Background: an optimization exercise with open tools, aiming at small area. Do not read the settings as production practice. At most, simulation tests tie the RTL to the original design; equivalence was not proved. Only the layout flow was run in runs 6 to 8; the RTL was not checked for function there.

==> flow/design.v <==
`default_nettype none
package turbo_pkg;
    localparam int SOFT_W    = 4;
    localparam int LLR_W     = 10;
    localparam int INFO_LEN  = 5;
    localparam int BLOCK_LEN = 7;
    localparam logic [3*INFO_LEN-1:0] PERM     = {3'd3, 3'd1, 3'd2, 3'd4, 3'd0};
    localparam logic [3*INFO_LEN-1:0] PERM_INV = {3'd1, 3'd4, 3'd2, 3'd3, 3'd0};
endpackage
`default_nettype wire
`default_nettype none
`timescale 1ns/10ps
module soft_input_loader (
    input  wire          clk_p_i,
    input  wire          reset_n_i,
    input  wire          start_i,
    input  wire [20:0]   data_i,
    output wire          early_o,
    output wire          block_ready_o,
    output logic [19:0]  sys04_o,
    output logic [7:0]   sys56_o,
    output logic [27:0]  par1_o,
    output logic [27:0]  par2_o
);
    logic [2:0]  cnt;
    always_ff @(posedge clk_p_i or negedge reset_n_i) begin
        if (!reset_n_i) begin
            cnt <= 3'd0;
        end else begin
            case (cnt)
                3'd0, 3'd5: cnt <= start_i ? 3'd1 : 3'd0;
                3'd1:       cnt <= 3'd2;
                3'd2:       cnt <= 3'd3;
                3'd3:       cnt <= 3'd4;
                3'd4:       cnt <= 3'd5;
                default:    cnt <= 3'd0;
            endcase
        end
    end
    assign early_o       = (cnt == 3'd3);
    assign block_ready_o = (cnt == 3'd5);
    logic [11:0] late_in;
    logic [8:0]  early_in;
    logic [59:0] late_q;
    logic [26:0] early_q;
    assign late_in  = {data_i[20:16], data_i[6:0]};
    assign early_in = {data_i[15:14], data_i[13:7]};
    always_ff @(posedge clk_p_i) begin
        late_q  <= {late_q[47:0], late_in};
        early_q <= {early_q[17:0], early_in};
    end
    always_comb begin
        for (int k = 0; k < 4; k++) begin
            for (int p = 0; p < 5; p++)
                sys04_o[(4-p)*4 + k] = late_q[(4-k)*12 + 11-p];
            for (int p = 0; p < 7; p++)
                par2_o[(6-p)*4 + k]  = late_q[(4-k)*12 + 6-p];
        end
        for (int p = 0; p < 2; p++)
            sys56_o[(1-p)*4 + 3] = early_in[8-p];
        for (int p = 0; p < 7; p++)
            par1_o[(6-p)*4 + 3] = early_in[6-p];
        for (int k = 0; k < 3; k++) begin
            for (int p = 0; p < 2; p++)
                sys56_o[(1-p)*4 + k] = early_q[(2-k)*9 + 8-p];
            for (int p = 0; p < 7; p++)
                par1_o[(6-p)*4 + k] = early_q[(2-k)*9 + 6-p];
        end
    end
endmodule
`default_nettype wire
`default_nettype none
`timescale 1ns/10ps
module extrinsic_unit (
    input  wire [9:0] llr_i,
    input  wire [9:0] apri_i,
    input  wire [3:0] sys_i,
    output wire [9:0] ext_o
);
    wire [10:0] a = {llr_i[9], llr_i};
    wire [10:0] b = ~{apri_i[9], apri_i};
    wire [11:0] c;
    wire [10:0] d1;
    assign c[0] = 1'b1;
    for (genvar i = 0; i < 11; i++) begin : g_sub1
        assign d1[i]  = a[i] ^ b[i] ^ c[i];
        assign c[i+1] = (a[i] & b[i]) | (a[i] & c[i]) | (b[i] & c[i]);
    end
    wire [9:0] x = (d1[10] != d1[9]) ? {d1[10], {9{~d1[10]}}} : d1[9:0];
    wire [9:0]  p = {x[9], x[9:1]};
    wire [9:0]  q = ~{{6{sys_i[3]}}, sys_i};
    wire [10:0] e;
    wire [9:0]  h;
    assign e[0] = 1'b1;
    for (genvar i = 0; i < 10; i++) begin : g_sub2
        assign h[i]   = p[i] ^ q[i] ^ e[i];
        assign e[i+1] = (p[i] & q[i]) | (p[i] & e[i]) | (q[i] & e[i]);
    end
    assign ext_o = (h[9] != h[8]) ? {h[9], {9{~h[9]}}} : {h[8:0], x[0]};
endmodule
`default_nettype wire
`default_nettype none
`timescale 1ns/10ps
module turbo_iter_ctrl #(
    parameter int MAX_ITER = 16
) (
    input  wire          clk_p_i,
    input  wire          reset_n_i,
    input  wire          early_i,
    input  wire          block_ready_i,
    input  wire [19:0]   sys04_i,
    input  wire [7:0]    sys56_i,
    input  wire [27:0]   par1_i,
    input  wire [27:0]   par2_i,
    input  wire          siso_done_i,
    input  wire [69:0]   siso_llr_i,
    output wire          siso_start_o,
    output wire [125:0]  siso_req_o,
    output wire          done_o,
    output logic [4:0]   data_o
);
    localparam logic [2:0] S_RST  = 3'b000;  
    localparam logic [2:0] S_IDLE = 3'b001;
    localparam logic [2:0] S_DONE = 3'b010;  
    localparam logic [2:0] S_FIN  = 3'b011;
    localparam logic [2:0] S_D1S  = 3'b100;  
    localparam logic [2:0] S_D1   = 3'b101;
    localparam logic [2:0] S_D2S  = 3'b110;  
    localparam logic [2:0] S_D2   = 3'b111;
    logic [2:0]  state;
    logic [3:0]  iter_cnt;
    logic [27:0] sys_q, par1_q, par2_q;
    logic [49:0] apri_q;
    logic [49:0] apri;
    logic        apri_zero;
    logic [4:0]  dec_q;
    wire h1    = state[2] & ~state[1];
    wire d2    = state[2] &  state[1];
    wire valid = (state != S_RST);
    assign apri = apri_q & {50{~apri_zero}};
    wire idle  = ~state[2] & ~(state[1] & state[0]);
    wire take  = idle & block_ready_i;
    assign siso_start_o = state[2] & ~state[0];
    assign done_o       = (state == S_DONE);
    logic [27:0] sys_sel;
    always_comb begin
        sys_sel = '0;
        for (int j = 0; j < 5; j++) begin
            sys_sel[(6-j)*4 +: 4] = h1 ? sys_q[(6-j)*4 +: 4]
                                       : sys_q[(6-int'(turbo_pkg::PERM[3*j +: 3]))*4 +: 4];
        end
        sys_sel[7:0] = h1 ? sys_q[7:0] : 8'd0;
    end
    wire [27:0] sys_out = sys_sel & {28{valid}};
    assign siso_req_o = {sys_out,
                         (h1 ? par1_q : par2_q) & {28{valid}},
                         apri, 20'd0};
    logic [49:0] ext;
    for (genvar i = 0; i < 5; i++) begin : g_ext
        extrinsic_unit u_ext (
            .llr_i  (siso_llr_i[(6-i)*10 +: 10]),
            .apri_i (apri[(4-i)*10 +: 10]),
            .sys_i  (sys_out[(6-i)*4 +: 4]),
            .ext_o  (ext[(4-i)*10 +: 10])
        );
    end
    logic [49:0] apri_next;
    logic [4:0]  dec2;
    logic        same;
    always_comb begin
        same = 1'b1;
        for (int j = 0; j < 5; j++) begin
            apri_next[(4-j)*10 +: 10] = h1 ? ext[(4-int'(turbo_pkg::PERM[3*j +: 3]))*10 +: 10]
                                           : ext[(4-int'(turbo_pkg::PERM_INV[3*j +: 3]))*10 +: 10];
            dec2[4-j] = ~ext[(4-int'(turbo_pkg::PERM_INV[3*j +: 3]))*10 + 9];
            if (ext[(4-j)*10 + 9] != apri[(4-j)*10 + 9]) same = 1'b0;
        end
    end
    wire stop = same | (iter_cnt == 4'(MAX_ITER-1));
    wire fin_next = idle | (state == S_FIN) | (d2 & siso_done_i & stop);
    wire take_early = early_i & fin_next;
    always_ff @(posedge clk_p_i) begin
        if (take) begin
            sys_q[27:8] <= sys04_i;
            par2_q      <= par2_i;
        end
        if (take_early) begin
            sys_q[7:0]  <= sys56_i;
            par1_q      <= par1_i;
        end
    end
    always_ff @(posedge clk_p_i) begin
        dec_q <= dec2;
    end
    always_ff @(posedge clk_p_i) begin
        if (take)
            iter_cnt <= '0;
        else if (d2 & siso_done_i & ~stop)
            iter_cnt <= iter_cnt + 1'b1;
    end
    wire apri_ld = siso_done_i & (h1 | (d2 & ~stop));
    always_ff @(posedge clk_p_i) begin
        if (apri_ld)
            apri_q <= apri_next;
    end
    always_ff @(posedge clk_p_i or negedge reset_n_i) begin
        if (!reset_n_i)
            apri_zero <= 1'b1;
        else if (take)
            apri_zero <= 1'b1;
        else if (h1 & siso_done_i)
            apri_zero <= 1'b0;
    end
    always_ff @(posedge clk_p_i or negedge reset_n_i) begin
        if (!reset_n_i) begin
            state  <= S_RST;
            data_o <= '0;
        end else begin
            case (state)
                S_RST, S_IDLE, S_DONE: begin
                    if (block_ready_i) begin
                        state <= S_D1S;
                    end else if (state == S_DONE) begin
                        state <= S_IDLE;
                    end
                end
                S_D1S, S_D1: begin
                    if (siso_done_i) begin
                        state <= S_D2S;
                    end else begin
                        state <= S_D1;
                    end
                end
                S_D2S, S_D2: begin
                    if (siso_done_i) begin
                        if (stop) begin
                            state <= S_FIN;
                        end else begin
                            state <= S_D1S;
                        end
                    end else begin
                        state <= S_D2;
                    end
                end
                default: begin  
                    data_o <= dec_q;
                    state  <= S_DONE;
                end
            endcase
        end
    end
endmodule
`default_nettype wire
`default_nettype none
`timescale 1ns/10ps
module turbo_decoder_top #(
    parameter int MAX_ITER = 16
) (
    input  wire          clk_p_i,
    input  wire          reset_n_i,
    input  wire          start_i,
    input  wire [20:0]   data_i,
    input  wire          siso_done_i,
    input  wire [69:0]   siso_llr_i,
    output wire          siso_start_o,
    output wire [125:0]  siso_req_o,
    output wire          done_o,
    output wire [4:0]    data_o
);
    logic        block_ready;
    logic        early;
    logic [19:0] sys04_vec;
    logic [7:0]  sys56_vec;
    logic [27:0] par1_vec;
    logic [27:0] par2_vec;
    soft_input_loader u_loader (
        .clk_p_i       (clk_p_i),
        .reset_n_i     (reset_n_i),
        .start_i       (start_i),
        .data_i        (data_i),
        .early_o       (early),
        .block_ready_o (block_ready),
        .sys04_o       (sys04_vec),
        .sys56_o       (sys56_vec),
        .par1_o        (par1_vec),
        .par2_o        (par2_vec)
    );
    turbo_iter_ctrl #(
        .MAX_ITER (MAX_ITER)
    ) u_ctrl (
        .clk_p_i       (clk_p_i),
        .reset_n_i     (reset_n_i),
        .early_i       (early),
        .block_ready_i (block_ready),
        .sys04_i       (sys04_vec),
        .sys56_i       (sys56_vec),
        .par1_i        (par1_vec),
        .par2_i        (par2_vec),
        .siso_done_i   (siso_done_i),
        .siso_llr_i    (siso_llr_i),
        .siso_start_o  (siso_start_o),
        .siso_req_o    (siso_req_o),
        .done_o        (done_o),
        .data_o        (data_o)
    );
endmodule
`default_nettype wire
==> flow/flow/run.sh <==
#!/bin/bash
export BUFFER_PORTS_ARGS="-buffer_cell sky130_fd_sc_hd__buf_1"
export SKIP_REPAIR_TIE_FANOUT=1
export CTS_ARGS="-sink_clustering_enable -repair_clock_nets -dont_use_dummy_load -buf_list sky130_fd_sc_hd__clkbuf_8 -sink_clustering_size 16 -sink_clustering_max_diameter 80"
bash standard.sh > standard_run.log 2>&1
==> flow/standard.sh <==
#!/bin/bash
# synth_recipe.tcl (not shown) runs the flow's synth.tcl, then flattens the netlist and writes it again
# the make line also repeats each setting of config.mk as NAME=value (left out here)
make -C /OpenROAD-flow-scripts/flow DESIGN_CONFIG=/design/flow/config.mk WORK_HOME=/design/flow/orfs CLKGATE_MAP_FILE= SYNTH_SCRIPT=/design/flow/synth_recipe.tcl "${@:-finish}"
==> flow/config.mk <==
export PLATFORM = sky130hd
export DESIGN_NAME = turbo_decoder_top
export DESIGN_NICKNAME = turbo_decoder_top
export VERILOG_FILES = /design/flow/design.v
export SDC_FILE = /design/flow/constraint.sdc
export NUM_CORES = 4
export LEC_CHECK = 0
export ABC_AREA = 1
export CAP_MARGIN = 20
export CORE_MARGIN = 2
export CORE_UTILIZATION = 60
export SLEW_MARGIN = 20
==> flow/constraint.sdc <==
create_clock -name core_clock -period 12.0 [get_ports {clk_p_i}]
set_input_delay 2.4000 -clock core_clock [delete_from_list [all_inputs] [get_ports {clk_p_i}]]
set_output_delay 2.4000 -clock core_clock [all_outputs]
set_load 0.01 [all_outputs]
==> summary.txt, run 1 <==
- CTS tree: yes
- DRT Wirelength: 21.0 mm
- Post-DRT Antenna Nets: 0
- Post-Place Cells: 1385
- Mux share of post-synthesis cell area: 1.40%
- Clock sink count: 242
- Die Ht: 140 µm
- Post-route clock period utilization: 93.6%
- Vias per inst: 4.98
- Worst setup margin: 0.771 ns
- Worst Path Arrival: 11.41 ns
- Count of final setup violators: 0
- Post-Synth Adder-Cell Area: 17.2%
- Synth Register Bits: 242
- Crit. End Element: flop
- Max Cap Viol: 0
- Synth top area share: 36.1%
- Top cells by area, synth: edfxtp_1 (36%), dfxtp_1 (17%), fa_1 (15%)
- Slew @ Worst Pin: 0.835 ns
- Cells on worst reg2reg path: 33
- Die W: 140 µm
- Max Clk Rate: 0.0891 GHz
- Largest net degree at the start of global routing: 82
- R2R Path Start: u_ctrl.apri_zero
- Synth Area per Inst: 11.0 µm²
- Global-route wire length before repair: 34.2 mm
- EDFF count, synth: 134
- Hold Path Stages: 0
- Status: finished clean
- Slowest CP cell: fa_1
- Fillers: 1463
- Worst-case setup slack after placement: 0.212 ns
- Min cycle time layout: 11.23 ns
- Area growth syn-to-layout: 9.53%
- H-tree depth: 1
- I/O pins: 228
- Root Driver: clkbuf_8
- Post-synth top cells: nand2_1 (242), inv_1 (147), edfxtp_1 (134)
- Largest family of logic cells by synthesized area: adder cells
- Num CTS Buffers: 19
- Diodes inserted: 0
- Critical path launch point type: input port
- Worst-Skew Late Latency: 0.52 ns
- Worst hold path type: reg2reg
- Initial antenna violation count: 0
- Share of layout cells above drive strength 1: 4.94%
- DP HPWL: 15.1 mm
- Post-synth cell types: 39
- Crit-path max FO: 36
- Critical path's most frequent cell: fa_1
- DIE AREA: 19700 µm²
- Row cnt: 49
- Post-synthesis instance area: 11100 µm²
- Critical R2R Capture: u_ctrl.par1_q[11]
- Postcts setup bufs: 0
- Post-Synth Simple-Gate Area: 13.8%
- Hold endpoint: u_loader.late_q[14]
- Ys async rst share: 4.96%
- Sequential-to-total area share from yosys stat: 56.1%
- Layout Skew: 0.0427 ns
- Nets: 1374
- Worst EP required: 12.18 ns
- Final hold vios: 0
- Post-DR wirelength/cell: 15.0 µm
- Synth Area in Compound Gates: 3.64%
- Deepest clock path buffer count: 3
- Most frequent cell after synthesis: nand2_1
- Crit-path max cell delay: 0.43 ns
- CORE AREA: 18100 µm²
- 1st-pass router iterations: 5
- DR vias: 6995
- Final GP Congestion: 0.861
- Post-Synthesis Cells: 1011
- Vias in the first global route: 6900
- Main synth FF type: edfxtp_1
- Port Buf Inserts: 187
- Post-cts sizing count: 0
- Final cell count without fillers: 1404
- RSZ-0062 raised after global routing: false
- Hold_sp: u_loader.late_q[2]
- Worst R2R Setup Slack: 1.79 ns
- Post-synthesis xor/xnor area fraction: 0.157%
- Initial Util: 61.6%
- Final Max Slew Viols: 0
- GR Overflow Total: 0
- Final setup TNS: 0 ns
- Synth warn: 2
- Hold-fix buffers, CTS: 0
- Area leader, netlist: edfxtp_1
- Clk slew on worst S/H paths: 0.09 ns
- Initial DRC count: 380
- Drt drc: 0
- Max_slew headroom: 44.3%
- Crit Path Class: in2reg
- Total track usage: 21.9%
==> worst max path at each step <==
stage | startpoint | endpoint | slack, ns | cells after the start
after global placement | siso_llr_i[40] | u_ctrl.par1_q[2] | 0.31 | 35
after global routing | siso_llr_i[40] | u_ctrl.par1_q[0] | 0.35 | 36
after detailed placement | siso_llr_i[40] | u_ctrl.sys_q[4] | 0.21 | 35
after CTS | siso_llr_i[40] | u_ctrl.par1_q[11] | 0.78 | 35
after floorplan | siso_llr_i[40] | u_ctrl.par1_q[0] | 0.03 | 34
final | siso_llr_i[40] | u_ctrl.par1_q[11] | 0.77 | 35
==> cells in the final DEF, fill, tap and decap left out, drive strengths merged, types with 4 or more instances in the layout <==
master,instances
nand2,246
a31oi,9
a21oi,10
buf,195
inv,151
or2,10
mux2,5
nand4,4
nand3,41
clkbuf,19
ha,17
mux2i,10
dfxtp,96
dfrtp,11
edfxtp,134
o21ai,55
fa,85
nor2,68
==> worst max-delay path, delay by kind of cell <==
family          cells  cell delay, ns
simple gates        8            0.88
buf+inv             7            0.74
compound gates      1            0.18
fa+ha+maj          19            7.17
==> sequential cells by signal (all words and copies together), names as in the netlist, 4 cells and up <==
signal            cells
u_ctrl.par2_q        28
u_ctrl.data_o         5
u_ctrl.dec_q          5
u_loader.late_q      60
u_ctrl.sys_q         28
u_loader.early_q     27
u_ctrl.iter_cnt       4
u_ctrl.par1_q        28
u_ctrl.apri_q        50
==> cell type report <==
cell class	count	area, µm²	area share, %
Clock buffer	19	262	2.14
Tap cell	229	287	2.35
Timing Repair Buffer	195	787	6.45
Sequential cell	242	6250	51.2
Inverter	152	573	4.69
Multi-Input combinational cell	567	4050	33.2
==> cells by family after synthesis <==
kind of cell,Yosys count
other cells,1
xor+xnor,2
simple gates,370
fa+ha+maj,102
mux,15
compound gates,77
flops,242
buf+inv,202
==> per-stage QoR <==
stage / cell area, µm² / hold slack [ns] / utilization, %
detailed placement: 11900 / 0.312 / 66.0
global route: 12200 / 0.321 / 67.5
floorplan: 11100 / 0.310 / -
CTS: 12200 / 0.308 / 67.5
global placement: 11900 / 0.310 / 66.0
finish: 12200 / 0.302 / 67.5
==> layer usage <==
metal  track usage [%]  wire length (µm)  vias up
met5                 0                 0        -
li1                  -                 -     3483
met2              36.1              9970      176
met3              3.56              1280       30
met4              5.37               418        0
met1              31.0              9380     3306
==> inputs of run 2 (changes only) <==
==> flow/flow/run.sh (replaced) <==
#!/bin/bash
export BUFFER_PORTS_ARGS="-buffer_cell sky130_fd_sc_hd__buf_1"
export CTS_ARGS="-sink_clustering_enable -repair_clock_nets -dont_use_dummy_load -buf_list sky130_fd_sc_hd__clkbuf_8 -sink_clustering_size 16 -sink_clustering_max_diameter 80"
bash standard.sh > standard_run.log 2>&1
==> summary.txt, run 2 <==
- Critical path's most frequent cell: fa_1
- DRT Wirelength: 21.7 mm
- Crit. End Element: flop
- Area after DPL: 12000 µm²
- Nets: 1392
- Area of the multi-input gates: 4120 µm²
- Ys async rst share: 4.96%
- Mux share of post-synthesis cell area: 1.40%
- Hold_sp: u_loader.late_q[7]
- Worst EP required: 12.19 ns
- GR Overflow Total: 0
- Max Cap Viol: 0
- Total track usage: 22.3%
- Max Clk Rate: 0.0890 GHz
- Biggest register: u_loader.late_q
- Area growth syn-to-layout: 10.3%
- Critical R2R Capture: u_ctrl.par1_q[3]
- Synth Area per Inst: 11.0 µm²
- Area leader, netlist: edfxtp_1
- Most frequent cell after synthesis: nand2_1
- DP HPWL: 15.7 mm
- Largest family of logic cells by synthesized area: adder cells
- Synth top area share: 36.1%
- Slowest CP cell: fa_1
- Largest register FFs: 60
- RSZ-0062 raised after global routing: false
- Hold Path Stages: 0
- Commonest non-fill, non-tap cell in the layout: nand2_1
- DIE AREA: 19700 µm²
- Initial DRC count: 407
- Row cnt: 49
- Clock sink count: 242
- Main synth FF type: edfxtp_1
- Most frequent cells in the layout: nand2_1 (241), buf_1 (187), inv_1 (147)
- Hold endpoint: u_loader.late_q[19]
- Share of layout cells above drive strength 1: 4.78%
- FF+latch area: 6250 µm²
- Layout Skew: 0.0551 ns
- Postcts setup bufs: 0
- Top cells by area, synth: edfxtp_1 (36%), dfxtp_1 (17%), fa_1 (15%)
- Crit Path Class: in2reg
- Drt drc: 0
- CTS tree: yes
- EDFF count, synth: 134
- Final GP Congestion: 0.877
- Max_slew headroom: 42.2%
- Vias in the first global route: 6994
- Min cycle time layout: 11.23 ns
- Post-cts sizing count: 0
- Worst R2R Setup Slack: 1.79 ns
- Root Driver: clkbuf_8
- Post-route clock period utilization: 93.6%
- Diodes inserted: 0
- Post-Synth Simple-Gate Area: 13.8%
- Post-synth top cells: nand2_1 (242), inv_1 (147), edfxtp_1 (134)
- Deepest clock path buffer count: 3
- Post-DRT Antenna Nets: 0
- H-tree depth: 1
- Crit-path max cell delay: 0.43 ns
- Die Ht: 140 µm
- Post-DR wirelength/cell: 15.2 µm
- Synth Area in Compound Gates: 3.64%
- Worst hold path type: reg2reg
- Initial antenna violation count: 0
- CP startpoint: siso_llr_i[40]
- Die W: 140 µm
- Largest net degree at the start of global routing: 82
- Slew @ Worst Pin: 0.868 ns
- Largest regs: u_loader.late_q (60), u_ctrl.apri_q (50)
- Final Max Slew Viols: 0
- R2R Path Start: u_ctrl.apri_zero
- Final hold vios: 0
- Final setup TNS: 0 ns
- Post-Synth Adder-Cell Area: 17.2%
- Fillers: 1478
- Num CTS Buffers: 19
- Status: finished clean
- Initial Util: 61.6%
- Post-synthesis instance area: 11100 µm²
- Clk slew on worst S/H paths: 0.09 ns
- Post-synth cell types: 39
- Global-route wire length before repair: 34.8 mm
- DR vias: 7086
- Cells on worst reg2reg path: 33
- Worst-Skew Late Latency: 0.51 ns
- Critical path launch point type: input port
- CORE AREA: 18100 µm²
- Post-synthesis xor/xnor area fraction: 0.157%
- 1st-pass router iterations: 5
- I/O pins: 228
- Count of final setup violators: 0
- Synth Register Bits: 242
- Worst Path Arrival: 11.42 ns
- Hold-fix buffers, CTS: 0
- Synth warn: 2
- Port Buf Inserts: 187
- Post-route cell area: 12300 µm²
- Crit-path max FO: 36
- Sequential-to-total area share from yosys stat: 56.1%
- Post-Synthesis Cells: 1011
- Vias per inst: 4.98
==> run 2: cell counts after synthesis <==
No cell type changed its count.
==> run 2: cell type report <==
type                            count  share of cell area (%)
Sequential cell                   242                    50.8
Multi-Input combinational cell    586                    33.5
Timing Repair Buffer              194                    6.51
Inverter                          152                    4.66
Tap cell                          229                    2.33
Clock buffer                       19                    2.13
==> run 2: critical path: cells and delay by family <==
family,cells,cell delay (ns)
compound gates,2,0.40
fa+ha+maj,20,7.30
buf+inv,7,0.60
simple gates,6,0.68
==> run 2: cells by family (layout without fill, tap and decap cells) <==
kind of cell	count (synthesis)	count (layout)
AO/OA/AOI/OAI	77	77
XOR/XNOR	2	2
adder cells (fa/ha/maj)	102	102
buffers and inverters	202	365
flip-flops	242	242
multiplexers	15	15
other	1	20
AND/OR/NAND/NOR	370	370
==> run 2: how the worst max path moves through the flow <==
stage | endpoint | depth (start not counted)
after floorplan | u_ctrl.par1_q[0] | 34
after global placement | u_ctrl.sys_q[0] | 35
after detailed placement | u_ctrl.sys_q[0] | 35
after CTS | u_ctrl.par1_q[1] | 35
after global routing | u_ctrl.par1_q[19] | 36
final | u_ctrl.par1_q[3] | 35
==> run 2: layer usage <==
layer	part of all wire, %	track usage [%]	vias up
met1	43	31.0	3341
met2	48	37.8	217
met4	1.8	4.84	0
met3	6.4	3.32	32
met5	0	0	-
li1	-	-	3496
==> run 2: metrics by stage <==
| stage | worst slack [ns] | hold slack [ns] | utilization, % | cells |
|---|---|---|---|---|
| 3_5_place_dp | 0.196 | 0.313 | 66.5 | 1403 |
| 5_1_grt | 0.295 | 0.340 | 68.0 | 1422 |
| 3_3_place_gp | 0.311 | 0.310 | 66.4 | 1402 |
| 4_1_cts | 0.747 | 0.329 | 68.0 | 1422 |
| 6_report | 0.770 | 0.331 | 68.0 | 1422 |
| 2_1_floorplan | 0.0251 | 0.310 | - | 1030 |
==> inputs of run 3 (changes only) <==
==> flow/flow/run.sh (replaced) <==
#!/bin/bash
# The standard layout with three changes:
#  - synthesis maps with an area-oriented ABC script (flow/abc_area.script)
#  - port buffers use the smallest buffer cell
#  - clock tree: clkbuf_8 only, clusters of up to 16 sinks, no dummy loads
set -e
rm -rf scripts_mod
cp -r "$FLOW_HOME/scripts" scripts_mod
cp flow/abc_area.script scripts_mod/abc_area.script
export SCRIPTS_DIR="$PWD/scripts_mod"
export BUFFER_PORTS_ARGS="-buffer_cell sky130_fd_sc_hd__buf_1"
export SKIP_REPAIR_TIE_FANOUT=1
export CTS_ARGS="-sink_clustering_enable -repair_clock_nets -dont_use_dummy_load -buf_list sky130_fd_sc_hd__clkbuf_8 -sink_clustering_size 16 -sink_clustering_max_diameter 80"
bash standard.sh > standard_run.log 2>&1
==> flow/flow/abc_area.script (new file) <==
strash
dc2
dch -f
amap -m
strash
dc2
dch -f
amap -m
strash
dc2
dch -f
amap -m
topo
==> summary.txt, run 3 <==
- Status: finished clean
- Nets: 1170
- Postcts setup bufs: 0
- Area leader, netlist: edfxtp_1
- Worst setup margin: 0.863 ns
- Synth warn: 2
- Slew @ Worst Pin: 0.852 ns
- Drt drc: 0
- Final Max Slew Viols: 0
- Post-synth cell types: 35
- Crit-path max cell delay: 0.44 ns
- Top cells by area, synth: edfxtp_1 (38%), dfxtp_1 (18%), fa_1 (16%)
- H-tree depth: 1
- Post-route clock period utilization: 92.8%
- Synth Register Bits: 242
- Largest regs: u_loader.late_q (60), u_ctrl.apri_q (50)
- DP HPWL: 16.1 mm
- Synth Area per Inst: 13.7 µm²
- Share of layout cells above drive strength 1: 11.5%
- GR Layer Usage met2: 40.5%
- Critical path's most frequent cell: fa_1
- Most frequent cell after synthesis: edfxtp_1
- Met1 Resource Use GR: 30.3%
- Met3 usage: 4.63%
- Fillers: 1309
- Count of final setup violators: 0
- CTS tree: yes
- Worst-Skew Late Latency: 0.52 ns
- Min cycle time layout: 11.14 ns
- Deepest clock path buffer count: 3
- 1st-pass router iterations: 5
- Initial antenna violation count: 0
- Most frequent cells in the layout: buf_1 (187), edfxtp_1 (134), clkinv_1 (105)
- Commonest non-fill, non-tap cell in the layout: buf_1
- DR vias: 6657
- Post-DRT Antenna Nets: 0
- Post-Synthesis Cells: 773
- Port Buf Inserts: 187
- Post-DR wirelength/cell: 18.4 µm
- Final setup TNS: 0 ns
- Final hold vios: 0
- Max Clk Rate: 0.0898 GHz
- Row cnt: 48
- Post-route cell area: 12100 µm²
- Root Driver: clkbuf_8
- Core Util, Final: 69.8%
- Die W: 137 µm
- Max Cap Viol: 0
- Worst EP required: 12.20 ns
- Worst Path Arrival: 11.34 ns
- Vias in the first global route: 6766
- Worst-case setup slack after placement: 0.316 ns
- Synth top area share: 38.0%
- Die Ht: 137 µm
- Vias per inst: 5.57
- Area growth syn-to-layout: 13.9%
- RSZ-0062 raised after global routing: false
- Num CTS Buffers: 19
- Worst hold path type: reg2reg
- Main synth FF type: edfxtp_1
- Largest register FFs: 60
- I/O pins: 228
- GR Overflow Total: 0
- Hold-fix buffers, CTS: 0
- Biggest register: u_loader.late_q
- Sequential-to-total area share from yosys stat: 59.0%
- Diodes inserted: 0
- Area after DPL: 11800 µm²
- Largest net degree at the start of global routing: 76
- Post-synthesis instance area: 10600 µm²
- Gr busiest metal: met2
- Final cell count without fillers: 1196
- Clk slew on worst S/H paths: 0.09 ns
- Clock sink count: 242
- Initial DRC count: 382
- Post-synth top cells: edfxtp_1 (134), clkinv_1 (115), dfxtp_1 (96)
- Max_slew headroom: 43.2%
- EDFF count, synth: 134
- Ys async rst share: 4.96%
- Post-cts sizing count: 0
- Crit-path max FO: 18
- Post-Place Cells: 1177
- Critical path launch point type: input port
- DRT Wirelength: 22.0 mm
- Global-route wire length before repair: 34.1 mm
- Total track usage: 23.5%
- DIE AREA: 18700 µm²
- Crit. End Element: flop
- CORE AREA: 17300 µm²
- Slowest CP cell: fa_2
- Final GP Congestion: 0.930
- Worst hold slack: 0.300 ns
- Layout Skew: 0.0500 ns
- Initial Util: 61.2%
- Crit Path Class: in2reg
## run 3: cell families after synthesis
group | synth area share [%]
flip-flops | 59.0
AO/OA/AOI/OAI | 12.7
buffers and inverters | 5.49
AND/OR/NAND/NOR | 4.70
adder cells (fa/ha/maj) | 18.1
other | 0.0354
## run 3: path summary, 6_finish.rpt
check | startpoint | end | slack (ns) | depth (start not counted)
hold / removal | u_loader.late_q[3] | u_loader.late_q[15] | 0.30 | 0
hold reg to reg | u_loader.late_q[3] | u_loader.late_q[15] | 0.30 | 0
min in group asynchronous | reset_n_i | u_loader.cnt[2] | 1.91 | 1
setup reg to reg | u_ctrl.apri_zero | u_ctrl.apri_q[16] | 2.17 | 33
setup / recovery | siso_llr_i[50] | u_ctrl.apri_q[16] | 0.86 | 32
max in group asynchronous | reset_n_i | u_ctrl.data_o[1] | 9.61 | 1
## run 3: layout make-up
| cell class | count | area (µm²) | share of cell area [%] |
|---|---|---|---|
| inverter | 115 | 454 | 3.76 |
| clock buffer | 19 | 262 | 2.17 |
| tap | 225 | 282 | 2.33 |
| sequential | 242 | 6250 | 51.8 |
| multi-input combinational | 396 | 4010 | 33.2 |
| timing repair buffer | 199 | 817 | 6.77 |
## run 3: routing by layer
metal | routed length, µm | part of all wire (%)
met5 | 0 | 0
met1 | 8860 | 40
met4 | 510 | 2.3
met2 | 11200 | 51
met3 | 1440 | 6.5
## run 3: critical path, delay by kind of cell
family,cells,cell delay [ns]
compound gates,4,0.99
buf+inv,6,0.77
simple gates,3,0.44
fa+ha+maj,19,6.72
==> inputs of run 4 (changes only) <==
==> flow/flow/abc_area.script (replaced) <==
strash
dc2
dch -f
amap -m
strash
dc2
dch -f
amap -m
strash
dc2
dch -f
amap -m
topo
stime -c
buffer -c
upsize -c
dnsize -c
==> summary.txt, run 4 <==
- Hold-fix buffers, CTS: 0
- Share of layout cells above drive strength 1: 9.32%
- Drt drc: 0
- Worst-Skew Late Latency: 0.50 ns
- Final GP Congestion: 0.861
- Post-Synthesis Cells: 799
- Critical path launch point type: input port
- Ys async rst share: 4.96%
- Area leader, netlist: edfxtp_1
- Worst R2R Setup Slack: 1.73 ns
- Worst setup margin: 0.544 ns
- CORE AREA: 17400 µm²
- Min cycle time layout: 11.46 ns
- Post-synthesis xor/xnor area fraction: 0%
- Layout Skew: 0.0549 ns
- Crit-path max cell delay: 0.43 ns
- Clock sink count: 242
- Commonest non-fill, non-tap cell in the layout: buf_1
- Synth Area per Inst: 13.5 µm²
- Initial DRC count: 434
- Post-synth cell types: 46
- Initial Util: 61.8%
- Post-synth top cells: edfxtp_1 (134), inv_1 (104), dfxtp_1 (96)
- Critical path's most frequent cell: fa_1
- Root Driver: clkbuf_8
- 1st-pass router iterations: 5
- Vias per inst: 5.56
- Row cnt: 48
- Buf+Inv Stages, Crit Path: 7
- Sequential-to-total area share from yosys stat: 58.0%
- Status: finished clean
- DP HPWL: 16.0 mm
- Clk slew on worst S/H paths: 0.09 ns
- I/O pins: 228
- DR vias: 6683
- Die W: 138 µm
- Max_slew headroom: 25.8%
- Fillers: 1289
- Most frequent cells in the layout: buf_1 (187), edfxtp_1 (134), inv_1 (104)
- Largest register FFs: 60
- Hold Path Stages: 0
- Nets: 1175
- Max Cap Viol: 0
- DRT Wirelength: 22.0 mm
- Global-route wire length before repair: 33.8 mm
- Diodes inserted: 0
- Max Clk Rate: 0.0873 GHz
- Largest family of logic cells by synthesized area: adder cells
- Hold endpoint: u_loader.late_q[17]
- Initial antenna violation count: 0
- Area of the multi-input gates: 3880 µm²
- Post-DR wirelength/cell: 18.3 µm
- Postcts setup bufs: 0
- DIE AREA: 19000 µm²
- Slew @ Worst Pin: 1.10 ns
- Critical R2R Capture: u_ctrl.apri_q[31]
- Most frequent cell after synthesis: edfxtp_1
- RSZ-0062 raised after global routing: false
- Main synth FF type: edfxtp_1
- Final Max Slew Viols: 0
- Largest net degree at the start of global routing: 72
- GR Overflow Total: 0
- Synth top area share: 37.4%
- Crit Path Class: in2reg
- Synth Register Bits: 242
- Largest regs: u_loader.late_q (60), u_ctrl.apri_q (50)
- Post-DRT Antenna Nets: 0
- Final setup TNS: 0 ns
- H-tree depth: 1
- CTS tree: yes
- Hold_sp: u_loader.late_q[5]
- Mux share of post-synthesis cell area: 0%
- Post-Synth Adder-Cell Area: 17.8%
- Post-cts sizing count: 0
- Worst hold path type: reg2reg
- Top cells by area, synth: edfxtp_1 (37%), dfxtp_1 (18%), fa_1 (16%)
- Area growth syn-to-layout: 11.1%
- Worst EP required: 12.19 ns
- Worst Path Arrival: 11.64 ns
- Crit. End Element: flop
- Synth warn: 2
- Worst-case setup slack after placement: 0.0187 ns
- Crit-path max FO: 36
- Die Ht: 138 µm
- Final hold vios: 0
- FF+latch area: 6250 µm²
- R2R Path Start: u_ctrl.apri_zero
- Count of final setup violators: 0
- Port Buf Inserts: 187
- Biggest register: u_loader.late_q
- Deepest clock path buffer count: 3
- Synth Area in Compound Gates: 12.7%
- Total track usage: 23.1%
- Vias in the first global route: 6730
- Post-Synth Simple-Gate Area: 5.11%
- Post-synthesis instance area: 10800 µm²
- Slowest CP cell: fa_1
- EDFF count, synth: 134
- Cells on worst reg2reg path: 33
- Family with the most delay on the worst path: adder cells
- Num CTS Buffers: 19
- Post-route clock period utilization: 95.5%
## run 4: cell count changes after synthesis, sizes merged
cell and change:
clkinv -111, inv +111, clkbuf +25, and2b +4, nor2b -4, buf +1
## run 4: worst max path at each step
stage	from	end	slack [ns]	cells after the start
2_1_floorplan	siso_llr_i[40]	u_ctrl.par1_q[0]	0.06	33
3_3_place_gp	siso_llr_i[40]	u_ctrl.par1_q[24]	0.11	33
3_5_place_dp	siso_llr_i[40]	u_ctrl.sys_q[0]	0.02	33
4_1_cts	siso_llr_i[40]	u_ctrl.par1_q[24]	0.55	33
5_1_grt	siso_llr_i[40]	u_ctrl.par1_q[25]	0.20	33
6_report	siso_llr_i[40]	u_ctrl.par1_q[25]	0.54	33
## run 4: kinds of logic (layout without fill, tap and decap cells)
family,count (synthesis),count (layout)
other,1,1
AOI/OAI and AO/OA,179,179
adders and majority gates,102,102
buffers and inverters,161,338
and+or+nand+nor,114,114
DFF,242,242
## run 4: cell type report
class	instances	share of cell area, %
repair buffers	204	7.15
well taps	225	2.35
multi-input cells	396	32.5
flip-flops and latches	242	52.2
inverters	115	3.61
clock buffers	19	2.19
## run 4: metrics by stage
stage	hold WS [ns]	instances	util, %	instance area (µm²)
6_report	0.262	1201	68.7	12000
5_1_grt	0.264	1201	68.7	12000
4_1_cts	0.264	1201	68.6	12000
3_5_place_dp	0.313	1182	67.1	11700
3_3_place_gp	0.312	1182	67.1	11700
2_1_floorplan	0.310	799	-	10800
## run 4: metal layers
metal	up-vias	GRT usage, %	wire length [µm]
li1	3087	-	-
met1	3322	31.1	9060
met2	238	38.5	10700
met3	36	4.39	1580
met4	0	7.20	592
met5	-	0	0
==> inputs of run 5 (changes only) <==
--- a/flow/flow/run.sh
+++ b/flow/flow/run.sh
@@ -10,5 +10,4 @@
 export SCRIPTS_DIR="$PWD/scripts_mod"
 export BUFFER_PORTS_ARGS="-buffer_cell sky130_fd_sc_hd__buf_1"
-export SKIP_REPAIR_TIE_FANOUT=1
 export CTS_ARGS="-sink_clustering_enable -repair_clock_nets -dont_use_dummy_load -buf_list sky130_fd_sc_hd__clkbuf_8 -sink_clustering_size 16 -sink_clustering_max_diameter 80"
 bash standard.sh > standard_run.log 2>&1
==> flow/flow/abc_area.script (replaced) <==
strash
dc2
dch -f
amap -m
strash
dc2
dch -f
amap -m
strash
dc2
dch -f
amap -m
topo
==> summary.txt, run 5 <==
- Status: finished clean
- Worst-Skew Late Latency: 0.51 ns
- Top cells by area, synth: edfxtp_1 (38%), dfxtp_1 (18%), fa_1 (16%)
- Critical path's most frequent cell: fa_1
- Crit. End Element: flop
- Post-route cell area: 12100 µm²
- Largest register FFs: 60
- Post-synth top cells: edfxtp_1 (134), clkinv_1 (115), dfxtp_1 (96)
- Post-synth cell types: 35
- Biggest register: u_loader.late_q
- Final Max Slew Viols: 0
- Post-Place Cells: 1197
- Post-Synth Adder-Cell Area: 18.1%
- Post-DR wirelength/cell: 18.0 µm
- Synth warn: 2
- Buf+Inv Stages, Crit Path: 6
- Clk slew on worst S/H paths: 0.10 ns
- GR Overflow Total: 0
- Initial Util: 61.2%
- DRT Wirelength: 21.9 mm
- Final GP Congestion: 0.910
- Min cycle time layout: 11.10 ns
- Synth Area in Compound Gates: 12.7%
- Crit-path max FO: 18
- Crit-path max cell delay: 0.44 ns
- Most frequent cells in the layout: buf_1 (187), edfxtp_1 (134), clkinv_1 (105)
- Final setup TNS: 0 ns
- Post-synthesis instance area: 10600 µm²
- Main synth FF type: edfxtp_1
- Post-route clock period utilization: 92.5%
- DR vias: 6683
- Vias per inst: 5.50
- Hold-fix buffers, CTS: 0
- FF+latch area: 6250 µm²
- Post-cts sizing count: 0
- Final cell count without fillers: 1216
- Nets: 1190
- CORE AREA: 17300 µm²
- Port Buf Inserts: 187
- DP HPWL: 16.3 mm
- 1st-pass router iterations: 5
- Vias in the first global route: 6894
- Slowest CP cell: fa_2
- Sequential-to-total area share from yosys stat: 59.0%
- Worst hold path type: reg2reg
- Worst hold slack: 0.265 ns
- Area growth syn-to-layout: 14.7%
- Family with the most delay on the worst path: adder cells
- Initial DRC count: 333
- Max_slew headroom: 45.4%
- I/O pins: 228
- Post-DRT Antenna Nets: 0
- Total track usage: 23.6%
- Final hold vios: 0
- Count of final setup violators: 0
- Core Util, Final: 70.2%
- Die Ht: 137 µm
- Initial antenna violation count: 0
- Post-Synth Simple-Gate Area: 4.70%
- Slew @ Worst Pin: 0.813 ns
- Clock sink count: 242
- Synth Area per Inst: 13.7 µm²
- Share of layout cells above drive strength 1: 11.4%
- EDFF count, synth: 134
- H-tree depth: 1
- Max Clk Rate: 0.0901 GHz
- Ys async rst share: 4.96%
- Largest net degree at the start of global routing: 55
- Post-Synthesis Cells: 773
- Area leader, netlist: edfxtp_1
- Worst Path Arrival: 11.33 ns
- Worst setup margin: 0.899 ns
- Post-synthesis xor/xnor area fraction: 0%
- Fillers: 1297
- Area of the multi-input gates: 4080 µm²
- Synth Register Bits: 242
- Most frequent cell after synthesis: edfxtp_1
- Layout Skew: 0.0530 ns
- Deepest clock path buffer count: 3
- Worst-case setup slack after placement: 0.399 ns
- Area after DPL: 11900 µm²
- Critical path launch point type: input port
- Diodes inserted: 0
- DIE AREA: 18700 µm²
- Synth top area share: 38.0%
- Largest family of logic cells by synthesized area: adder cells
- Commonest non-fill, non-tap cell in the layout: buf_1
- Max Cap Viol: 0
- CTS tree: yes
- Die W: 137 µm
- RSZ-0062 raised after global routing: false
- Worst EP required: 12.23 ns
- Drt drc: 0
- Postcts setup bufs: 0
- Mux share of post-synthesis cell area: 0%
- Largest regs: u_loader.late_q (60), u_ctrl.apri_q (50)
- Row cnt: 48
- Root Driver: clkbuf_8
- Num CTS Buffers: 19
- Global-route wire length before repair: 34.2 mm
- Crit Path Class: in2reg
==> run 5: changes by cell type in the layout (fill, tap and decap cells not counted), moves of 19 or more <==
cell / previous run / this run
clkinv_1: 4 / 105
conb_1: 1 / 20
fa_1: 85 / 34
fa_2: 0 / 51
inv_1: 104 / 0
o221a_1: 1 / 31
o221a_2: 30 / 0
==> run 5: cell type report <==
class	count	share of cell area [%]
multi-input cells	415	33.6
clock buffers	19	2.15
inverters	115	3.74
flip-flops and latches	242	51.4
well taps	225	2.32
repair buffers	200	6.79
==> run 5: layer usage <==
metal	routed length, µm	global-route usage, %	part of all wire, %
met1	8760	30.7	40
met3	1590	4.96	7.3
met4	508	7.04	2.3
met5	0	0	0
met2	11100	40.4	50
==> run 5: final timing paths <==
check	start	endpoint	slack, ns	cells past startpoint
worst max-delay path	siso_llr_i[50]	u_ctrl.apri_q[32]	0.90	32
worst min-delay path	u_loader.late_q[4]	u_loader.late_q[16]	0.27	0
worst max register to register	u_ctrl.apri_zero	u_ctrl.apri_q[32]	2.17	33
worst min register to register	u_loader.late_q[4]	u_loader.late_q[16]	0.27	0
max in group asynchronous	reset_n_i	u_loader.cnt[0]	9.65	1
min in group asynchronous	reset_n_i	u_ctrl.data_o[0]	1.88	1
==> run 5: cells by family (layout without fill, tap and decap cells) <==
group,Yosys count,count (layout)
buffers and inverters,135,334
and+or+nand+nor,114,114
AOI/OAI and AO/OA,179,179
other,1,20
adders and majority gates,102,102
DFF,242,242
==> inputs of run 6 (changes only) <==
--- a/flow/design.v
+++ b/flow/design.v
@@ -165,5 +165,5 @@
         );
     end
-    logic [49:0] apri_next;
+    logic [49:0] ext_int, ext_nat;
     logic [4:0]  dec2;
     logic        same;
@@ -171,6 +171,6 @@
         same = 1'b1;
         for (int j = 0; j < 5; j++) begin
-            apri_next[(4-j)*10 +: 10] = h1 ? ext[(4-int'(turbo_pkg::PERM[3*j +: 3]))*10 +: 10]
-                                           : ext[(4-int'(turbo_pkg::PERM_INV[3*j +: 3]))*10 +: 10];
+            ext_int[(4-j)*10 +: 10] = ext[(4-int'(turbo_pkg::PERM[3*j +: 3]))*10 +: 10];
+            ext_nat[(4-j)*10 +: 10] = ext[(4-int'(turbo_pkg::PERM_INV[3*j +: 3]))*10 +: 10];
             dec2[4-j] = ~ext[(4-int'(turbo_pkg::PERM_INV[3*j +: 3]))*10 + 9];
             if (ext[(4-j)*10 + 9] != apri[(4-j)*10 + 9]) same = 1'b0;
@@ -199,8 +199,9 @@
             iter_cnt <= iter_cnt + 1'b1;
     end
-    wire apri_ld = siso_done_i & (h1 | (d2 & ~stop));
+    wire ld_int = siso_done_i & h1;
+    wire ld_nat = siso_done_i & d2 & ~stop;
     always_ff @(posedge clk_p_i) begin
-        if (apri_ld)
-            apri_q <= apri_next;
+        apri_q <= ({50{ld_int}} & ext_int) | ({50{ld_nat}} & ext_nat)
+                | ({50{~(ld_int | ld_nat)}} & apri_q);
     end
     always_ff @(posedge clk_p_i or negedge reset_n_i) begin
--- a/flow/flow/run.sh
+++ b/flow/flow/run.sh
@@ -10,4 +10,5 @@
 export SCRIPTS_DIR="$PWD/scripts_mod"
 export BUFFER_PORTS_ARGS="-buffer_cell sky130_fd_sc_hd__buf_1"
+export SKIP_REPAIR_TIE_FANOUT=1
 export CTS_ARGS="-sink_clustering_enable -repair_clock_nets -dont_use_dummy_load -buf_list sky130_fd_sc_hd__clkbuf_8 -sink_clustering_size 16 -sink_clustering_max_diameter 80"
 bash standard.sh > standard_run.log 2>&1
==> summary.txt, run 6 <==
- Ys async rst share: 4.96%
- Crit-path max FO: 36
- Post-DRT Antenna Nets: 0
- Met3 usage: 5.00%
- DIE AREA: 18700 µm²
- Post-DR wirelength/cell: 15.8 µm
- Status: finished clean
- Largest net degree at the start of global routing: 48
- Max Cap Viol: 0
- Synth Area in Compound Gates: 13.1%
- 1st-pass router iterations: 5
- Slew @ Worst Pin: 0.896 ns
- Crit-path max cell delay: 0.53 ns
- Biggest register: u_loader.late_q
- Die W: 137 µm
- Top cells by area, synth: dfxtp_1 (28%), edfxtp_1 (24%), fa_1 (16%)
- Layout Skew: 0.0402 ns
- Drt drc: 0
- Synth top area share: 27.7%
- Most frequent cells in the layout: buf_1 (187), clkinv_1 (182), dfxtp_1 (146)
- Max Clk Rate: 0.0867 GHz
- DP HPWL: 15.8 mm
- Row cnt: 48
- DRT Wirelength: 21.3 mm
- Worst hold path type: reg2reg
- DR vias: 7010
- Post-Synth Adder-Cell Area: 18.7%
- EDFF count, synth: 84
- Count of final setup violators: 0
- Main synth FF type: dfxtp_1
- Vias in the first global route: 6733
- Initial DRC count: 282
- Crit. End Element: flop
- Total track usage: 23.5%
- Num CTS Buffers: 19
- Worst Path Arrival: 11.72 ns
- Diodes inserted: 0
- Hold Path Stages: 0
- Sequential-to-total area share from yosys stat: 54.5%
- Post-route clock period utilization: 96.1%
- Clock sink count: 242
- Area leader, netlist: dfxtp_1
- Mux share of post-synthesis cell area: 0.285%
- Clk slew on worst S/H paths: 0.09 ns
- I/O pins: 228
- Deepest clock path buffer count: 3
- Hold-fix buffers, CTS: 0
- Post-route cell area: 12000 µm²
- Critical R2R Capture: u_ctrl.par1_q[19]
- Port Buf Inserts: 187
- Cells on worst reg2reg path: 34
- CTS tree: yes
- H-tree depth: 1
- Post-synthesis instance area: 10600 µm²
- Post-Synthesis Cells: 906
- Commonest non-fill, non-tap cell in the layout: buf_1
- Worst EP required: 12.18 ns
- Slowest CP cell: fa_1
- Vias per inst: 5.20
- Hold_sp: u_loader.late_q[1]
- Critical path's most frequent cell: fa_1
- Area after DPL: 11700 µm²
- Initial antenna violation count: 0
- RSZ-0062 raised after global routing: false
- Post-Synth Simple-Gate Area: 5.41%
- Nets: 1328
- Worst R2R Setup Slack: 1.59 ns
- Final Max Slew Viols: 0
- Initial Util: 61.2%
- Final GP Congestion: 0.843
- GR Overflow Total: 0
- Post-cts sizing count: 0
- Post-synth cell types: 33
- Area growth syn-to-layout: 13.9%
- Worst-Skew Late Latency: 0.52 ns
- CP startpoint: siso_llr_i[60]
- R2R Path Start: u_ctrl.apri_zero
- GR Layer Usage met2: 36.8%
- Synth warn: 2
- Post-synthesis xor/xnor area fraction: 0%
- Met1 Resource Use GR: 33.5%
- Share of layout cells above drive strength 1: 5.96%
- Largest register FFs: 60
- Synth Register Bits: 242
- Global-route wire length before repair: 33.9 mm
- Die Ht: 137 µm
- Crit Path Class: in2reg
- Post-synth top cells: clkinv_1 (184), dfxtp_1 (146), o21ai_0 (101)
- Root Driver: clkbuf_8
- Critical path launch point type: input port
- Synth Area per Inst: 11.6 µm²
- Largest family of logic cells by synthesized area: adder cells
- Min cycle time layout: 11.53 ns
- Largest regs: u_loader.late_q (60), u_ctrl.apri_q (50)
- Final hold vios: 0
- Max_slew headroom: 40.1%
- Postcts setup bufs: 0
- Gr busiest metal: met2
- Most frequent cell after synthesis: clkinv_1
- Fillers: 1357
- Hold endpoint: u_loader.late_q[13]
- CORE AREA: 17200 µm²
==> run 6: cell types whose count changed after synthesis, moves of 14 or more <==
cell      before  now
a22o_1         5   33
o21a_1        35    0
o221a_1       31    1
o22a_1         0   27
nor2_1        24   91
o21ai_0       11  101
a21oi_1       23    4
nand2_1       57   15
a21o_1        14    0
clkinv_1     115  184
dfxtp_1       96  146
edfxtp_1     134   84
==> run 6: cell type report <==
cell class / instances / area, µm² / share of cell area, %
repair inverters: 1 / 8.76 / 0.0728
inverters: 184 / 704 / 5.86
clock buffers: 19 / 262 / 2.17
multi-input cells: 460 / 4050 / 33.7
flip-flops and latches: 242 / 5750 / 47.8
well taps: 225 / 282 / 2.34
repair buffers: 218 / 972 / 8.08
==> run 6: how the worst max path moves through the flow <==
stage                         to  slack, ns  cells after the start
2_1_floorplan   u_ctrl.par1_q[0]      0.002                     33
3_3_place_gp    u_ctrl.apri_q[8]      -0.01                     38
3_5_place_dp    u_ctrl.apri_q[7]      -0.14                     38
4_1_cts        u_ctrl.apri_q[38]       0.36                     38
5_1_grt        u_ctrl.par1_q[19]       0.04                     35
6_report       u_ctrl.par1_q[19]       0.47                     35
==> run 6: routing by layer <==
metal | share of wire (%) | up-vias
met5 | 0 | -
met1 | 45 | 3336
met2 | 46 | 199
met4 | 2.2 | 0
li1 | - | 3441
met3 | 7.4 | 34
==> run 6: cells by family after synthesis <==
| family | count (synthesis) |
|---|---|
| AND/OR/NAND/NOR | 135 |
| multiplexers | 3 |
| flip-flops | 242 |
| adder cells (fa/ha/maj) | 107 |
| other | 1 |
| AO/OA/AOI/OAI | 214 |
| buffers and inverters | 204 |
==> run 6: worst max-delay path: cells and delay by family <==
kind	cells	cell delay, ns
adder cells (fa/ha/maj)	21	7.39
buffers and inverters	7	0.65
AO/OA/AOI/OAI	4	0.76
AND/OR/NAND/NOR	3	0.49
==> run 6: stage by stage <==
step	util [%]	TNS (ns)	hold slack (ns)	worst slack, ns	cells
finish	69.8	0	0.292	0.465	1349
global route	69.8	0	0.301	0.0407	1349
CTS	69.4	0	0.297	0.361	1346
detailed placement	67.9	-4.71	0.314	-0.137	1327
global placement	67.9	-0.0544	0.312	-0.0124	1327
floorplan	-	0	0.310	0.00205	906
==> inputs of run 7 (changes only) <==
--- a/flow/flow/run.sh
+++ b/flow/flow/run.sh
@@ -11,4 +11,5 @@
 export BUFFER_PORTS_ARGS="-buffer_cell sky130_fd_sc_hd__buf_1"
 export SKIP_REPAIR_TIE_FANOUT=1
+export REMOVE_ABC_BUFFERS=1
 export CTS_ARGS="-sink_clustering_enable -repair_clock_nets -dont_use_dummy_load -buf_list sky130_fd_sc_hd__clkbuf_8 -sink_clustering_size 16 -sink_clustering_max_diameter 80"
 bash standard.sh > standard_run.log 2>&1
==> summary.txt, run 7 <==
- Crit Path Class: in2reg
- Fillers: 1378
- DRT Wirelength: 21.3 mm
- Worst hold slack: 0.327 ns
- Largest regs: u_loader.late_q (60), u_ctrl.apri_q (50)
- Worst setup margin: 0.524 ns
- Post-DRT Antenna Nets: 0
- Die W: 137 µm
- Crit-path max cell delay: 0.52 ns
- Area growth syn-to-layout: 13.3%
- Post-route clock period utilization: 95.6%
- Clock sink count: 242
- Worst hold path type: reg2reg
- Vias in the first global route: 6679
- 1st-pass router iterations: 4
- Share of layout cells above drive strength 1: 5.34%
- EDFF count, synth: 84
- Most frequent cell after synthesis: clkinv_1
- Num CTS Buffers: 19
- Initial DRC count: 350
- Max_slew headroom: 33.2%
- GR Overflow Total: 0
- I/O pins: 228
- Post-Synthesis Cells: 906
- Post-synth cell types: 33
- Worst EP required: 12.19 ns
- Diodes inserted: 0
- Global-route wire length before repair: 33.3 mm
- Die Ht: 137 µm
- Post-route cell area: 12000 µm²
- CTS tree: yes
- Commonest non-fill, non-tap cell in the layout: buf_1
- Ys async rst share: 4.96%
- Row cnt: 48
- Biggest register: u_loader.late_q
- Max Cap Viol: 0
- Final Max Slew Viols: 0
- Post-synthesis instance area: 10600 µm²
- Main synth FF type: dfxtp_1
- H-tree depth: 1
- Post-synth top cells: clkinv_1 (184), dfxtp_1 (146), o21ai_0 (101)
- Max Clk Rate: 0.0871 GHz
- Deepest clock path buffer count: 3
- Root Driver: clkbuf_8
- Port Buf Inserts: 187
- Status: finished clean
- Synth top area share: 27.7%
- DIE AREA: 18700 µm²
- Final hold vios: 0
- Nets: 1328
- DP HPWL: 15.8 mm
- CORE AREA: 17200 µm²
- Area after DPL: 11700 µm²
- Clk slew on worst S/H paths: 0.09 ns
- Crit-path max FO: 36
- Final setup TNS: 0 ns
- Largest net degree at the start of global routing: 49
- Largest register FFs: 60
- Drt drc: 0
- Total track usage: 23.1%
- Critical path launch point type: input port
- RSZ-0062 raised after global routing: false
- Top cells by area, synth: dfxtp_1 (28%), edfxtp_1 (24%), fa_1 (16%)
- Synth Register Bits: 242
- Postcts setup bufs: 0
- Worst-case setup slack after placement: -0.387 ns
- Layout Skew: 0.0367 ns
- Worst-Skew Late Latency: 0.52 ns
- Worst Path Arrival: 11.67 ns
- Vias per inst: 5.24
- Initial Util: 61.2%
- Area leader, netlist: dfxtp_1
- Final cell count without fillers: 1349
- Synth warn: 2
- Post-Place Cells: 1330
- Min cycle time layout: 11.48 ns
- Slew @ Worst Pin: 0.995 ns
- DR vias: 7068
- Most frequent cells in the layout: buf_1 (187), clkinv_1 (183), dfxtp_1 (146)
- Crit. End Element: flop
- Slowest CP cell: fa_1
- Sequential-to-total area share from yosys stat: 54.5%
- Post-DR wirelength/cell: 15.8 µm
- Critical path's most frequent cell: fa_1
- Count of final setup violators: 0
- Synth Area per Inst: 11.6 µm²
- Core Util, Final: 69.4%
- Final GP Congestion: 0.883
- Initial antenna violation count: 0
## run 7: cell counts after synthesis
No cell type changed its count.
## run 7: logic make-up after synthesis
group | share of synthesized area (%)
buf+inv | 7.97
mux | 0.285
other cells | 0.0355
compound gates | 13.1
fa+ha+maj | 18.7
simple gates | 5.41
flops | 54.5
## run 7: final timing paths
kind / cells after the start / slack [ns] / to / from
hold / removal: 0 / 0.33 / u_loader.late_q[16] / u_loader.late_q[4]
max in group asynchronous: 1 / 9.66 / u_loader.cnt[2] / reset_n_i
setup / recovery: 36 / 0.52 / u_ctrl.par1_q[16] / siso_llr_i[60]
hold reg to reg: 0 / 0.33 / u_loader.late_q[16] / u_loader.late_q[4]
min in group asynchronous: 1 / 1.88 / u_ctrl.state[1] / reset_n_i
setup reg to reg: 33 / 1.51 / u_ctrl.par1_q[16] / u_ctrl.apri_zero
## run 7: what timing repair did
item	in CTS	in global routing
hold buffers	0	0
hold endpoints to repair	0	0
gates resized for setup	0	7
setup endpoints to repair	0	90
## run 7: routing by layer
metal	track usage (%)	up-vias	share of wire, %
li1	-	3446	-
met1	31.1	3396	43
met2	38.5	191	48
met3	4.59	35	6.2
met4	6.19	0	2.3
met5	0	-	0
## run 7: critical path: cells and delay by family
kind / cells / cell delay (ns)
adders and majority gates: 21 / 7.36
and+or+nand+nor: 3 / 0.43
AOI/OAI and AO/OA: 4 / 0.61
buffers and inverters: 8 / 0.82
## run 7: cell type report
cell class                 instances  area (µm²)  share of cell area (%)
timing repair buffer             219         971                    8.12
sequential                       242        5750                    48.1
multi-input combinational        460        4000                    33.5
inverter                         184         691                    5.78
tap                              225         282                    2.35
clock buffer                      19         262                    2.19
==> inputs of run 8 (changes only) <==
==> flow/flow/abc_area.script (replaced) <==
strash
dc2
dch -f
amap -m
strash
dc2
dch -f
amap -m
strash
dc2
dch -f
amap -m
topo
stime -c
buffer -c
upsize -c
dnsize -c
==> summary.txt, run 8 <==
- Port Buf Inserts: 187
- Root Driver: clkbuf_8
- R2R Path Start: u_ctrl.apri_zero
- Commonest non-fill, non-tap cell in the layout: buf_1
- Num CTS Buffers: 19
- Slew @ Worst Pin: 0.890 ns
- GR Overflow Total: 0
- Die W: 139 µm
- Critical path launch point type: input port
- CTS tree: yes
- Deepest clock path buffer count: 3
- Clock sink count: 242
- Main synth FF type: dfxtp_1
- Most frequent cells in the layout: buf_1 (187), inv_1 (179), dfxtp_1 (146)
- Largest net degree at the start of global routing: 37
- Initial DRC count: 369
- Biggest register: u_loader.late_q
- Sequential-to-total area share from yosys stat: 52.9%
- Worst EP required: 12.19 ns
- Min cycle time layout: 11.59 ns
- Final hold vios: 0
- Largest regs: u_loader.late_q (60), u_ctrl.apri_q (50)
- Top cells by area, synth: dfxtp_1 (27%), edfxtp_1 (23%), fa_1 (16%)
- CORE AREA: 17800 µm²
- Post-DRT Antenna Nets: 0
- Die Ht: 139 µm
- Share of layout cells above drive strength 1: 7.14%
- 1st-pass router iterations: 4
- Post-route cell area: 12100 µm²
- Diodes inserted: 0
- Ys async rst share: 4.96%
- Most frequent cell after synthesis: inv_1
- Worst R2R Setup Slack: 1.44 ns
- H-tree depth: 1
- Post-synth cell types: 43
- DP HPWL: 15.9 mm
- Largest register FFs: 60
- Worst-Skew Late Latency: 0.51 ns
- Max_slew headroom: 40.6%
- Crit Path Class: in2reg
- RSZ-0062 raised after global routing: false
- Post-Synthesis Cells: 942
- Clk slew on worst S/H paths: 0.09 ns
- Layout Skew: 0.0570 ns
- DR vias: 6959
- Area growth syn-to-layout: 11.1%
- Post-synthesis instance area: 10900 µm²
- Post-Place Cells: 1329
- Final GP Congestion: 0.861
- Global-route wire length before repair: 34.1 mm
- CP startpoint: siso_llr_i[40]
- Max Cap Viol: 0
- Worst hold path type: reg2reg
- Core Util, Final: 67.6%
- Post-DR wirelength/cell: 15.8 µm
- Total track usage: 22.1%
- Vias per inst: 5.16
- Initial Util: 60.9%
- Initial antenna violation count: 0
- Hold-fix buffers, CTS: 0
- Final setup TNS: 0 ns
- Crit. End Element: flop
- I/O pins: 228
- Crit-path max FO: 36
- Critical path's most frequent cell: fa_1
- Count of final setup violators: 0
- Final cell count without fillers: 1349
- EDFF count, synth: 84
- DIE AREA: 19200 µm²
- Nets: 1324
- Synth warn: 2
- Drt drc: 0
- Slowest CP cell: fa_1
- Max Clk Rate: 0.0863 GHz
- Row cnt: 49
- Status: finished clean
- DRT Wirelength: 21.3 mm
- Final Max Slew Viols: 0
- Area leader, netlist: dfxtp_1
- Area after DPL: 11800 µm²
- Synth Register Bits: 242
- Crit-path max cell delay: 0.46 ns
- Post-route clock period utilization: 96.6%
- Hold_sp: u_loader.late_q[6]
- Vias in the first global route: 6852
- Post-synth top cells: inv_1 (179), dfxtp_1 (146), o21ai_0 (91)
- Worst Path Arrival: 11.78 ns
- Synth Area per Inst: 11.5 µm²
- Synth top area share: 26.9%
==> run 8: worst max-delay path: cells and delay by family <==
kind / cells / cell delay, ns
buffers and inverters: 8 / 0.91
adders and majority gates: 20 / 7.30
and+or+nand+nor: 2 / 0.44
AOI/OAI and AO/OA: 4 / 0.71
==> run 8: layout make-up <==
cell class              instances  area [µm²]
fillers                      1454        5780
clock buffers                  19         262
well taps                     229         287
repair buffers                215         962
inverters                     184         691
multi-input cells             460        4120
flip-flops and latches        242        5750
==> run 8: routing by layer <==
metal  GRT usage [%]  share of wire [%]  vias to the layer above
met2            35.8                 46                      195
met1            30.7                 45                     3324
met4            4.89                1.7                        0
met3            5.40                7.5                       32
li1                -                  -                     3408
met5               0                  0                        -
==> run 8: what timing repair did <==
item	in CTS	in global routing
setup endpoints to repair	0	51
resized for setup	0	1
setup buffers	0	1
==> run 8: cells by family after synthesis <==
logic type	synth area share (%)
fa+ha+maj	18.2
buf+inv	9.30
flops	52.9
compound gates	13.9
other cells	0.0345
simple gates	5.39
mux	0.277
==> run 8: path summary, 6_finish.rpt <==
| check | cells after the start | to |
|---|---|---|
| max | 34 | u_ctrl.par1_q[19] |
| min | 0 | u_loader.late_q[18] |
| max reg2reg | 33 | u_ctrl.par1_q[19] |
| min reg2reg | 0 | u_loader.late_q[18] |
| max in group asynchronous | 1 | u_ctrl.state[1] |
| min in group asynchronous | 1 | u_loader.cnt[0] |
==> run 8: per-stage QoR <==
step,hold WS [ns],setup WS [ns]
after floorplan,0.310,-1.81
after global placement,0.312,-0.129
after detailed placement,0.313,-0.275
after CTS,0.268,0.259
after global routing,0.275,0.000319
final,0.266,0.408

static timing again, ports no longer ideal:
Ports are ideal in the flow. The routed layouts listed here were re-timed in OpenROAD.
Step 1: set_driving_cell puts a clkbuf_16 on clk_p_i and a buf_2 on each other input, an assumption about the parent block.
Step 2 times the ports against the registers' clock, not the clock port: input delays grow and output delays shrink by t, the midpoint of the rising clock arrivals with the driver on.
Slacks: ideal / step 1 / step 2; pairs: ideal / step 1.
run	shift t [ns]	setup slack, ns	latest minus earliest clock arrival (ns)	worst slew at a driven data input, ns
run 1	0.540	0.771 / 0.785 / 0.244	0.043 / 0.043	0.05
run 2	0.520	0.770 / 0.783 / 0.263	0.055 / 0.055	0.05
run 3	0.527	0.863 / 0.877 / 0.350	0.051 / 0.050	0.06
run 4	0.516	0.544 / 0.559 / 0.043	0.074 / 0.074	0.06
run 5	0.526	0.899 / 0.912 / 0.386	0.065 / 0.065	0.07
run 6	0.542	0.465 / 0.482 / -0.060	0.041 / 0.040	0.06
run 7	0.544	0.524 / 0.540 / -0.004	0.036 / 0.037	0.07
run 8	0.524	0.408 / 0.420 / -0.104	0.062 / 0.062	0.05
Met with ideal ports but missed after step 2: setup timing in run 6, run 7 and run 8. For run 7, which loses most, drivers alone change the setup slack by +0.016 ns; drivers and shift together by -0.528 ns.
